From an optimization exercise on the open Yosys and OpenROAD flow, aimed at small area, a short achievable clock period and few clock cycles per item; shortcuts taken in it are not production practice. RTL that was checked went through simulation tests only; none was proved equivalent to the original. Power and IR drop assume default switching activity.

==> flow/design.v (excerpt) <==
module instr_mem_sync #(
    parameter int                DATA_W         = 32,
    parameter int                ADDR_W         = 8,
    parameter int                DEPTH          = 64,
    parameter logic [DATA_W-1:0] DEFAULT_INSTR  = DATA_W'(imem_pkg::NOP_INSTR),
    parameter bit                CLEAR_ON_RESET = 1'b1
) (
    input  logic              clk,
    input  logic              rst_n,
    output logic              init_done,
    input  logic              fetch_req,
    input  logic [ADDR_W-1:0] fetch_addr,
    output logic              fetch_ready,
    output logic [DATA_W-1:0] rdata,
    output logic              rvalid,
    output logic              fetch_err,
    input  logic              prog_we,
    input  logic [ADDR_W-1:0] prog_addr,
    input  logic [DATA_W-1:0] prog_wdata,
    output logic              prog_ack
);
For scale: ~4200 cells after synthesis, about 2100 flip-flops, roughly 89 I/O pins, about 0.058 mm^2 of cells after synthesis.
==> module imem_ram, before the edit <==
module imem_ram #(
    parameter int DATA_W = 32
) (
    input  logic                clk,
    input  logic [7:0]          ins,      
    input  logic [DATA_W-1:0]   din,
    input  logic [7:0]          rring,    
    input  logic [7:0]          rpos,     
    output logic [DATA_W-1:0]   rdata     
);
    logic [8*DATA_W-1:0] ring_q [8];
    logic [DATA_W-1:0]   ring_rd [8];
    for (genvar r = 0; r < 8; r++) begin : g_ring
        logic [8*DATA_W-1:0] q;
        always_ff @(posedge clk) begin
            q <= {q[7*DATA_W-1:0], ins[r] ? din : q[8*DATA_W-1 -: DATA_W]};
        end
        always_comb begin
            ring_rd[r] = '0;
            for (int p = 0; p < 8; p++) begin
                ring_rd[r] = ring_rd[r] | (q[p*DATA_W +: DATA_W] & {DATA_W{rpos[p]}});
            end
        end
    end
    always_comb begin
        rdata = '0;
        for (int r = 0; r < 8; r++) begin
            rdata = rdata | (ring_rd[r] & {DATA_W{rring[r]}});
        end
    end
endmodule
==> module instr_mem_sync, before the edit <==
module instr_mem_sync #(
    parameter int                DATA_W         = 32,
    parameter int                ADDR_W         = 8,
    parameter int                DEPTH          = 64,
    parameter logic [DATA_W-1:0] DEFAULT_INSTR  = DATA_W'(imem_pkg::NOP_INSTR),
    parameter bit                CLEAR_ON_RESET = 1'b1
) (
    input  logic              clk,
    input  logic              rst_n,
    output logic              init_done,
    input  logic              fetch_req,
    input  logic [ADDR_W-1:0] fetch_addr,
    output logic              fetch_ready,
    output logic [DATA_W-1:0] rdata,
    output logic              rvalid,
    output logic              fetch_err,
    input  logic              prog_we,
    input  logic [ADDR_W-1:0] prog_addr,
    input  logic [DATA_W-1:0] prog_wdata,
    output logic              prog_ack
);
    logic       init_q;       
    logic       clr_q;        
    logic       rdy_q;        
    logic [2:0] off_q;        
    logic [7:0] offoh_q;      
    logic [2:0] wpos_q;       
    logic [7:0] ins_q;        
    logic       ack_q;
    logic       v1_q, e1_q;   
    logic [7:0] rring_q, rpos_q;
    logic       rvalid_q, err_q;
    logic [DATA_W-1:0] rdata_q;
    logic [DATA_W-1:0] ram_rdata, din;
    logic       fetch_acc, fetch_al, prog_al, prog_go, prog_hit;
    logic [7:0] rpos_oh;
    logic [2:0] fetch_i, prog_i;
    assign fetch_acc = fetch_req && rdy_q;
    assign fetch_al  = (fetch_addr[1:0] == 2'b00);
    assign prog_al   = (prog_addr[1:0] == 2'b00);
    assign prog_go   = prog_we && init_q && !ack_q;
    assign fetch_i   = {fetch_addr[3:2], fetch_addr[7]};
    assign prog_i    = {prog_addr[3:2], prog_addr[7]};
    assign prog_hit  = (prog_i == wpos_q);
    always_comb begin
        for (int k = 0; k < 8; k++) begin
            rpos_oh[k] = offoh_q[3'(fetch_i + 3'(k))];
        end
    end
    always_ff @(posedge clk or negedge rst_n) begin
        if (!rst_n) begin
            init_q   <= ~CLEAR_ON_RESET;
            clr_q    <= CLEAR_ON_RESET;
            rdy_q    <= ~CLEAR_ON_RESET;
            off_q    <= 3'd0;
            offoh_q  <= 8'b0000_0010;
            wpos_q   <= 3'd2;
            ins_q    <= {8{CLEAR_ON_RESET}};
            ack_q    <= 1'b0;
            v1_q     <= 1'b0;
            e1_q     <= 1'b0;
            rvalid_q <= 1'b0;
            err_q    <= 1'b0;
        end else begin
            off_q    <= off_q + 3'd1;
            offoh_q  <= {offoh_q[6:0], offoh_q[7]};
            wpos_q   <= wpos_q + 3'd1;
            rdy_q    <= init_q;
            if (clr_q) begin
                if (off_q == 3'd7) begin
                    init_q <= 1'b1;
                    clr_q  <= 1'b0;
                    ins_q  <= 8'd0;
                end
            end else begin
                for (int r = 0; r < 8; r++) begin
                    ins_q[r] <= prog_go && prog_al && prog_hit && (prog_addr[6:4] == 3'(r));
                end
            end
            ack_q    <= prog_go && (!prog_al || prog_hit);
            v1_q     <= fetch_acc;
            e1_q     <= fetch_acc && !fetch_al;
            rvalid_q <= v1_q;
            err_q    <= e1_q;
        end
    end
    always_ff @(posedge clk) begin
        for (int k = 0; k < 8; k++) begin
            rring_q[k] <= (fetch_addr[6:4] == 3'(k));
            rpos_q[k]  <= fetch_al && rpos_oh[k];
        end
        rdata_q <= ram_rdata | (e1_q ? DEFAULT_INSTR : '0);
    end
    assign din = clr_q ? DEFAULT_INSTR : prog_wdata;
    imem_ram #(
        .DATA_W (DATA_W)
    ) u_ram (
        .clk   (clk),
        .ins   (ins_q),
        .din   (din),
        .rring (rring_q),
        .rpos  (rpos_q),
        .rdata (ram_rdata)
    );
    assign init_done   = init_q;
    assign fetch_ready = rdy_q;
    assign rdata       = rdata_q;
    assign rvalid      = rvalid_q;
    assign fetch_err   = err_q;
    assign prog_ack    = ack_q;
endmodule
==> flow/config.mk <==
export PLATFORM = sky130hd
export DESIGN_NAME = instr_mem_sync
export DESIGN_NICKNAME = instr_mem_sync
export VERILOG_FILES = /design/flow/design.v
export SDC_FILE = /design/flow/constraint.sdc
export NUM_CORES = 4
export LEC_CHECK = 0
export CAP_MARGIN = 20
export CORE_MARGIN = 2
export CORE_UTILIZATION = 65
export CTS_CLUSTER_DIAMETER = 60
export CTS_CLUSTER_SIZE = 24
export PLACE_DENSITY = 0.75
export SETUP_SLACK_MARGIN = 1.25
export SLEW_MARGIN = 20
==> flow/constraint.sdc <==
create_clock -name core_clock -period 3.1 [get_ports {clk}]
set_input_delay 0.6200 -clock core_clock [delete_from_list [all_inputs] [get_ports {clk}]]
set_output_delay 0.6200 -clock core_clock [all_outputs]
set_load 0.01 [all_outputs]
run.sh (not shown) runs the stock make flow with config.mk's settings and CLKGATE_MAP_FILE= SYNTH_SCRIPT=/design/flow/synth_recipe.tcl, a recipe that flattens the netlist after the stock synthesis.
Testbench counts at the start, summed over its fixed seeds: cycles 13,090, items 12,000.
Edit:
--- a/flow/design.v
+++ b/flow/design.v
@@ -20,12 +20,13 @@
     parameter int DATA_W = 32
 ) (
     input  logic                clk,
     input  logic [7:0]          ins,      
     input  logic [DATA_W-1:0]   din,
-    input  logic [7:0]          rring,    
-    input  logic [7:0]          rpos,     
+    input  logic [31:0]         rpos,     
+    input  logic                rodd,     
+    input  logic                reven,    
     output logic [DATA_W-1:0]   rdata     
 );
     logic [8*DATA_W-1:0] ring_q [8];
     logic [DATA_W-1:0]   ring_rd [8];
     for (genvar r = 0; r < 8; r++) begin : g_ring
@@ -34,18 +35,18 @@
             q <= {q[7*DATA_W-1:0], ins[r] ? din : q[8*DATA_W-1 -: DATA_W]};
         end
         always_comb begin
             ring_rd[r] = '0;
             for (int p = 0; p < 8; p++) begin
-                ring_rd[r] = ring_rd[r] | (q[p*DATA_W +: DATA_W] & {DATA_W{rpos[p]}});
+                ring_rd[r] = ring_rd[r] | (q[p*DATA_W +: DATA_W] & {DATA_W{rpos[8*(r/2)+p]}});
             end
         end
     end
     always_comb begin
         rdata = '0;
         for (int r = 0; r < 8; r++) begin
-            rdata = rdata | (ring_rd[r] & {DATA_W{rring[r]}});
+            rdata = rdata | (ring_rd[r] & {DATA_W{(r % 2 == 1) ? rodd : reven}});
         end
     end
 endmodule
 module instr_mem_sync #(
     parameter int                DATA_W         = 32,
@@ -75,11 +76,12 @@
     logic [7:0] offoh_q;      
     logic [2:0] wpos_q;       
     logic [7:0] ins_q;        
     logic       ack_q;
     logic       v1_q, e1_q;   
-    logic [7:0] rring_q, rpos_q;
+    logic [31:0] rpos_q;
+    logic       rodd_q, reven_q;
     logic       rvalid_q, err_q;
     logic [DATA_W-1:0] rdata_q;
     logic [DATA_W-1:0] ram_rdata, din;
     logic       fetch_acc, fetch_al, prog_al, prog_go, prog_hit;
     logic [7:0] rpos_oh;
@@ -132,25 +134,27 @@
             rvalid_q <= v1_q;
             err_q    <= e1_q;
         end
     end
     always_ff @(posedge clk) begin
-        for (int k = 0; k < 8; k++) begin
-            rring_q[k] <= (fetch_addr[6:4] == 3'(k));
-            rpos_q[k]  <= fetch_al && rpos_oh[k];
+        for (int k = 0; k < 32; k++) begin
+            rpos_q[k] <= fetch_al && (fetch_addr[6:5] == 2'(k / 8)) && rpos_oh[k % 8];
         end
+        rodd_q  <= fetch_addr[4];
+        reven_q <= !fetch_addr[4];
         rdata_q <= ram_rdata | (e1_q ? DEFAULT_INSTR : '0);
     end
     assign din = clr_q ? DEFAULT_INSTR : prog_wdata;
     imem_ram #(
         .DATA_W (DATA_W)
     ) u_ram (
         .clk   (clk),
         .ins   (ins_q),
         .din   (din),
-        .rring (rring_q),
         .rpos  (rpos_q),
+        .rodd  (rodd_q),
+        .reven (reven_q),
         .rdata (ram_rdata)
     );
     assign init_done   = init_q;
     assign fetch_ready = rdy_q;
     assign rdata       = rdata_q;
Setup slack loses 0.27 ns. Total power grows by 1.0%. Critical path depth grows by 5. Die area grows by 0.35%. Final cell count grows by 2.4%. Sequential power barely changes. First-iteration DRC count grows by 80%. Area after synthesis grows by 0.35%. Wire length grows by 42%. Count of clock-buffer cells in the layout grows by 5. Clock power is about the same. Flip-flop and latch count grows by 18. Global-route usage grows by 11 points. Cell area grows by 3.9%.
For the second run of this note, only the layout was checked, not whether the RTL still works.

## run 3
The RTL this note starts from:
==> flow/design.v <==
package imem_pkg;
    localparam logic [31:0] NOP_INSTR = 32'h00000013;
    typedef enum logic {
        INIT,
        READY
    } state_t;
    typedef enum logic [1:0] {
        RD_ZERO,
        RD_RAM,
        RD_DFLT
    } rd_src_t;
    function automatic logic [31:0] word_index(input logic [31:0] addr);
        word_index = addr >> 2;
    endfunction
    function automatic logic addr_ok(input logic [31:0] addr, input logic [31:0] depth);
        addr_ok = (addr[1:0] == 2'b00) && (word_index(addr) < depth);
    endfunction
endpackage
module imem_ram #(
    parameter int DATA_W = 32
) (
    input  logic                clk,
    input  logic [7:0]          ins,      
    input  logic [DATA_W-1:0]   din,
    input  logic [7:0]          rring,    
    input  logic [7:0]          rpos,     
    output logic [DATA_W-1:0]   rdata     
);
    logic [8*DATA_W-1:0] ring_q [8];
    logic [DATA_W-1:0]   ring_rd [8];
    for (genvar r = 0; r < 8; r++) begin : g_ring
        logic [8*DATA_W-1:0] q;
        always_ff @(posedge clk) begin
            q <= {q[7*DATA_W-1:0], ins[r] ? din : q[8*DATA_W-1 -: DATA_W]};
        end
        always_comb begin
            ring_rd[r] = '0;
            for (int p = 0; p < 8; p++) begin
                ring_rd[r] = ring_rd[r] | (q[p*DATA_W +: DATA_W] & {DATA_W{rpos[p]}});
            end
        end
    end
    always_comb begin
        rdata = '0;
        for (int r = 0; r < 8; r++) begin
            rdata = rdata | (ring_rd[r] & {DATA_W{rring[r]}});
        end
    end
endmodule
module instr_mem_sync #(
    parameter int                DATA_W         = 32,
    parameter int                ADDR_W         = 8,
    parameter int                DEPTH          = 64,
    parameter logic [DATA_W-1:0] DEFAULT_INSTR  = DATA_W'(imem_pkg::NOP_INSTR),
    parameter bit                CLEAR_ON_RESET = 1'b1
) (
    input  logic              clk,
    input  logic              rst_n,
    output logic              init_done,
    input  logic              fetch_req,
    input  logic [ADDR_W-1:0] fetch_addr,
    output logic              fetch_ready,
    output logic [DATA_W-1:0] rdata,
    output logic              rvalid,
    output logic              fetch_err,
    input  logic              prog_we,
    input  logic [ADDR_W-1:0] prog_addr,
    input  logic [DATA_W-1:0] prog_wdata,
    output logic              prog_ack
);
    logic       init_q;       
    logic       clr_q;        
    logic       rdy_q;        
    logic [2:0] off_q;        
    logic [7:0] offoh_q;      
    logic [2:0] wpos_q;       
    logic [7:0] ins_q;        
    logic       ack_q;
    logic       v1_q, e1_q;   
    logic [7:0] rring_q, rpos_q;
    logic       rvalid_q, err_q;
    logic [DATA_W-1:0] rdata_q;
    logic [DATA_W-1:0] ram_rdata, din;
    logic       fetch_acc, fetch_al, prog_al, prog_go, prog_hit;
    logic [7:0] rpos_oh;
    logic [2:0] fetch_i, prog_i;
    assign fetch_acc = fetch_req && rdy_q;
    assign fetch_al  = (fetch_addr[1:0] == 2'b00);
    assign prog_al   = (prog_addr[1:0] == 2'b00);
    assign prog_go   = prog_we && init_q && !ack_q;
    assign fetch_i   = {fetch_addr[3:2], fetch_addr[7]};
    assign prog_i    = {prog_addr[3:2], prog_addr[7]};
    assign prog_hit  = (prog_i == wpos_q);
    always_comb begin
        for (int k = 0; k < 8; k++) begin
            rpos_oh[k] = offoh_q[3'(fetch_i + 3'(k))];
        end
    end
    always_ff @(posedge clk or negedge rst_n) begin
        if (!rst_n) begin
            init_q   <= ~CLEAR_ON_RESET;
            clr_q    <= CLEAR_ON_RESET;
            rdy_q    <= ~CLEAR_ON_RESET;
            off_q    <= 3'd0;
            offoh_q  <= 8'b0000_0010;
            wpos_q   <= 3'd2;
            ins_q    <= {8{CLEAR_ON_RESET}};
            ack_q    <= 1'b0;
            v1_q     <= 1'b0;
            e1_q     <= 1'b0;
            rvalid_q <= 1'b0;
            err_q    <= 1'b0;
        end else begin
            off_q    <= off_q + 3'd1;
            offoh_q  <= {offoh_q[6:0], offoh_q[7]};
            wpos_q   <= wpos_q + 3'd1;
            rdy_q    <= init_q;
            if (clr_q) begin
                if (off_q == 3'd7) begin
                    init_q <= 1'b1;
                    clr_q  <= 1'b0;
                    ins_q  <= 8'd0;
                end
            end else begin
                for (int r = 0; r < 8; r++) begin
                    ins_q[r] <= prog_go && prog_al && prog_hit && (prog_addr[6:4] == 3'(r));
                end
            end
            ack_q    <= prog_go && (!prog_al || prog_hit);
            v1_q     <= fetch_acc;
            e1_q     <= fetch_acc && !fetch_al;
            rvalid_q <= v1_q;
            err_q    <= e1_q;
        end
    end
    always_ff @(posedge clk) begin
        for (int k = 0; k < 8; k++) begin
            rring_q[k] <= (fetch_addr[6:4] == 3'(k));
            rpos_q[k]  <= fetch_al && rpos_oh[k];
        end
        rdata_q <= ram_rdata | (e1_q ? DEFAULT_INSTR : '0);
    end
    assign din = clr_q ? DEFAULT_INSTR : prog_wdata;
    imem_ram #(
        .DATA_W (DATA_W)
    ) u_ram (
        .clk   (clk),
        .ins   (ins_q),
        .din   (din),
        .rring (rring_q),
        .rpos  (rpos_q),
        .rdata (ram_rdata)
    );
    assign init_done   = init_q;
    assign fetch_ready = rdy_q;
    assign rdata       = rdata_q;
    assign rvalid      = rvalid_q;
    assign fetch_err   = err_q;
    assign prog_ack    = ack_q;
endmodule
Settings: LEC_CHECK=0, CAP_MARGIN=20, CORE_MARGIN=2, CORE_UTILIZATION=65, CTS_CLUSTER_DIAMETER=60, CTS_CLUSTER_SIZE=24, PLACE_DENSITY=0.75, SETUP_SLACK_MARGIN=1.3, SLEW_MARGIN=20; clock period 3.1 ns.
Testbench counts of run 3, summed over its fixed seeds: cycles 13,090, items 12,000.
Relative to run 3, the following input files were edited for run 2:
-- flow/design.v --
<<< run 3, line 70
);
    logic       init_q;       
    logic       clr_q;        
    logic       rdy_q;        
    logic [2:0] off_q;        
>>> run 2, line 70
);
    logic       init_q;       
    logic       rdy_q;        
    logic [2:0] off_q;        
<<< run 3, line 100
        if (!rst_n) begin
            init_q   <= ~CLEAR_ON_RESET;
            clr_q    <= CLEAR_ON_RESET;
            rdy_q    <= ~CLEAR_ON_RESET;
            off_q    <= 3'd0;
>>> run 2, line 99
        if (!rst_n) begin
            init_q   <= ~CLEAR_ON_RESET;
            rdy_q    <= ~CLEAR_ON_RESET;
            off_q    <= 3'd0;
<<< run 3, line 116
            wpos_q   <= wpos_q + 3'd1;
            rdy_q    <= init_q;
            if (clr_q) begin
                if (off_q == 3'd7) begin
                    init_q <= 1'b1;
                    clr_q  <= 1'b0;
                    ins_q  <= 8'd0;
                end
>>> run 2, line 114
            wpos_q   <= wpos_q + 3'd1;
            rdy_q    <= init_q;
            if (!init_q) begin
                if (off_q == 3'd7) begin
                    init_q <= 1'b1;
                    ins_q  <= 8'd0;
                end
<<< run 3, line 141
        rdata_q <= ram_rdata | (e1_q ? DEFAULT_INSTR : '0);
    end
    assign din = clr_q ? DEFAULT_INSTR : prog_wdata;
    imem_ram #(
        .DATA_W (DATA_W)
>>> run 2, line 138
        rdata_q <= ram_rdata | (e1_q ? DEFAULT_INSTR : '0);
    end
    assign din = init_q ? prog_wdata : DEFAULT_INSTR;
    imem_ram #(
        .DATA_W (DATA_W)
<<< run 3, line 152
        .rdata (ram_rdata)
    );
    assign init_done   = init_q;
    assign fetch_ready = rdy_q;
    assign rdata       = rdata_q;
>>> run 2, line 149
        .rdata (ram_rdata)
    );
    assign init_done   = rdy_q;
    assign fetch_ready = rdy_q;
    assign rdata       = rdata_q;
==> run summary <==
Run 2 vs run 3: data required time at the worst endpoint down. Run 2 vs run 3: final-layout non-clock buffer area share down in run 2. Sort run 3 and run 2 by first-pass GRT wire length, ascending, and run 2 comes first. The higher netlist area before placement came out of run 2. Taking run 2 as 1.0, run 3 lands at 1.4 on non-clock buffer count. Run 2 completed end to end with timing, DRC and antenna clean. Run 2 against run 3: sequential cell count comparable, number of global-route vias before repair now smaller, reported clock group power comparable.
Testbench counts of run 2, summed over its fixed seeds: cycles 13,082, items 12,000.

-- what the ideal ports hide --
The results above use ideal ports. As a check the final layouts listed here were re-extracted and re-timed, cells and wires unchanged.
Step 1, drivers: a clkbuf_16 drives clk and a buf_2 each remaining input, both assumed.
Step 2 times the ports against the registers' clock, not the clock port: input delays grow and output delays shrink by t, the midpoint of the rising clock arrivals with the driver on.
Three values: no drivers, after step 1, after step 2; two values: the first two.
run | t (ns) | slack for setup (ns) | worst setup path after step 2
the first run of note 1 | 0.780 | 1.201 / 1.137 / 0.456 | input to register
the second run of note 1 | 0.792 | 0.929 / 0.929 / 0.291 | input to register
run 3 | 0.779 | 1.103 / 1.103 / 0.685 | input to register
run 2 | 0.782 | 1.197 / 1.127 / 0.706 | input to register
After both steps every run listed still meets setup and hold. For the first run of note 1, which loses most, drivers alone change the setup slack by -0.064 ns; drivers and shift together by -0.745 ns.
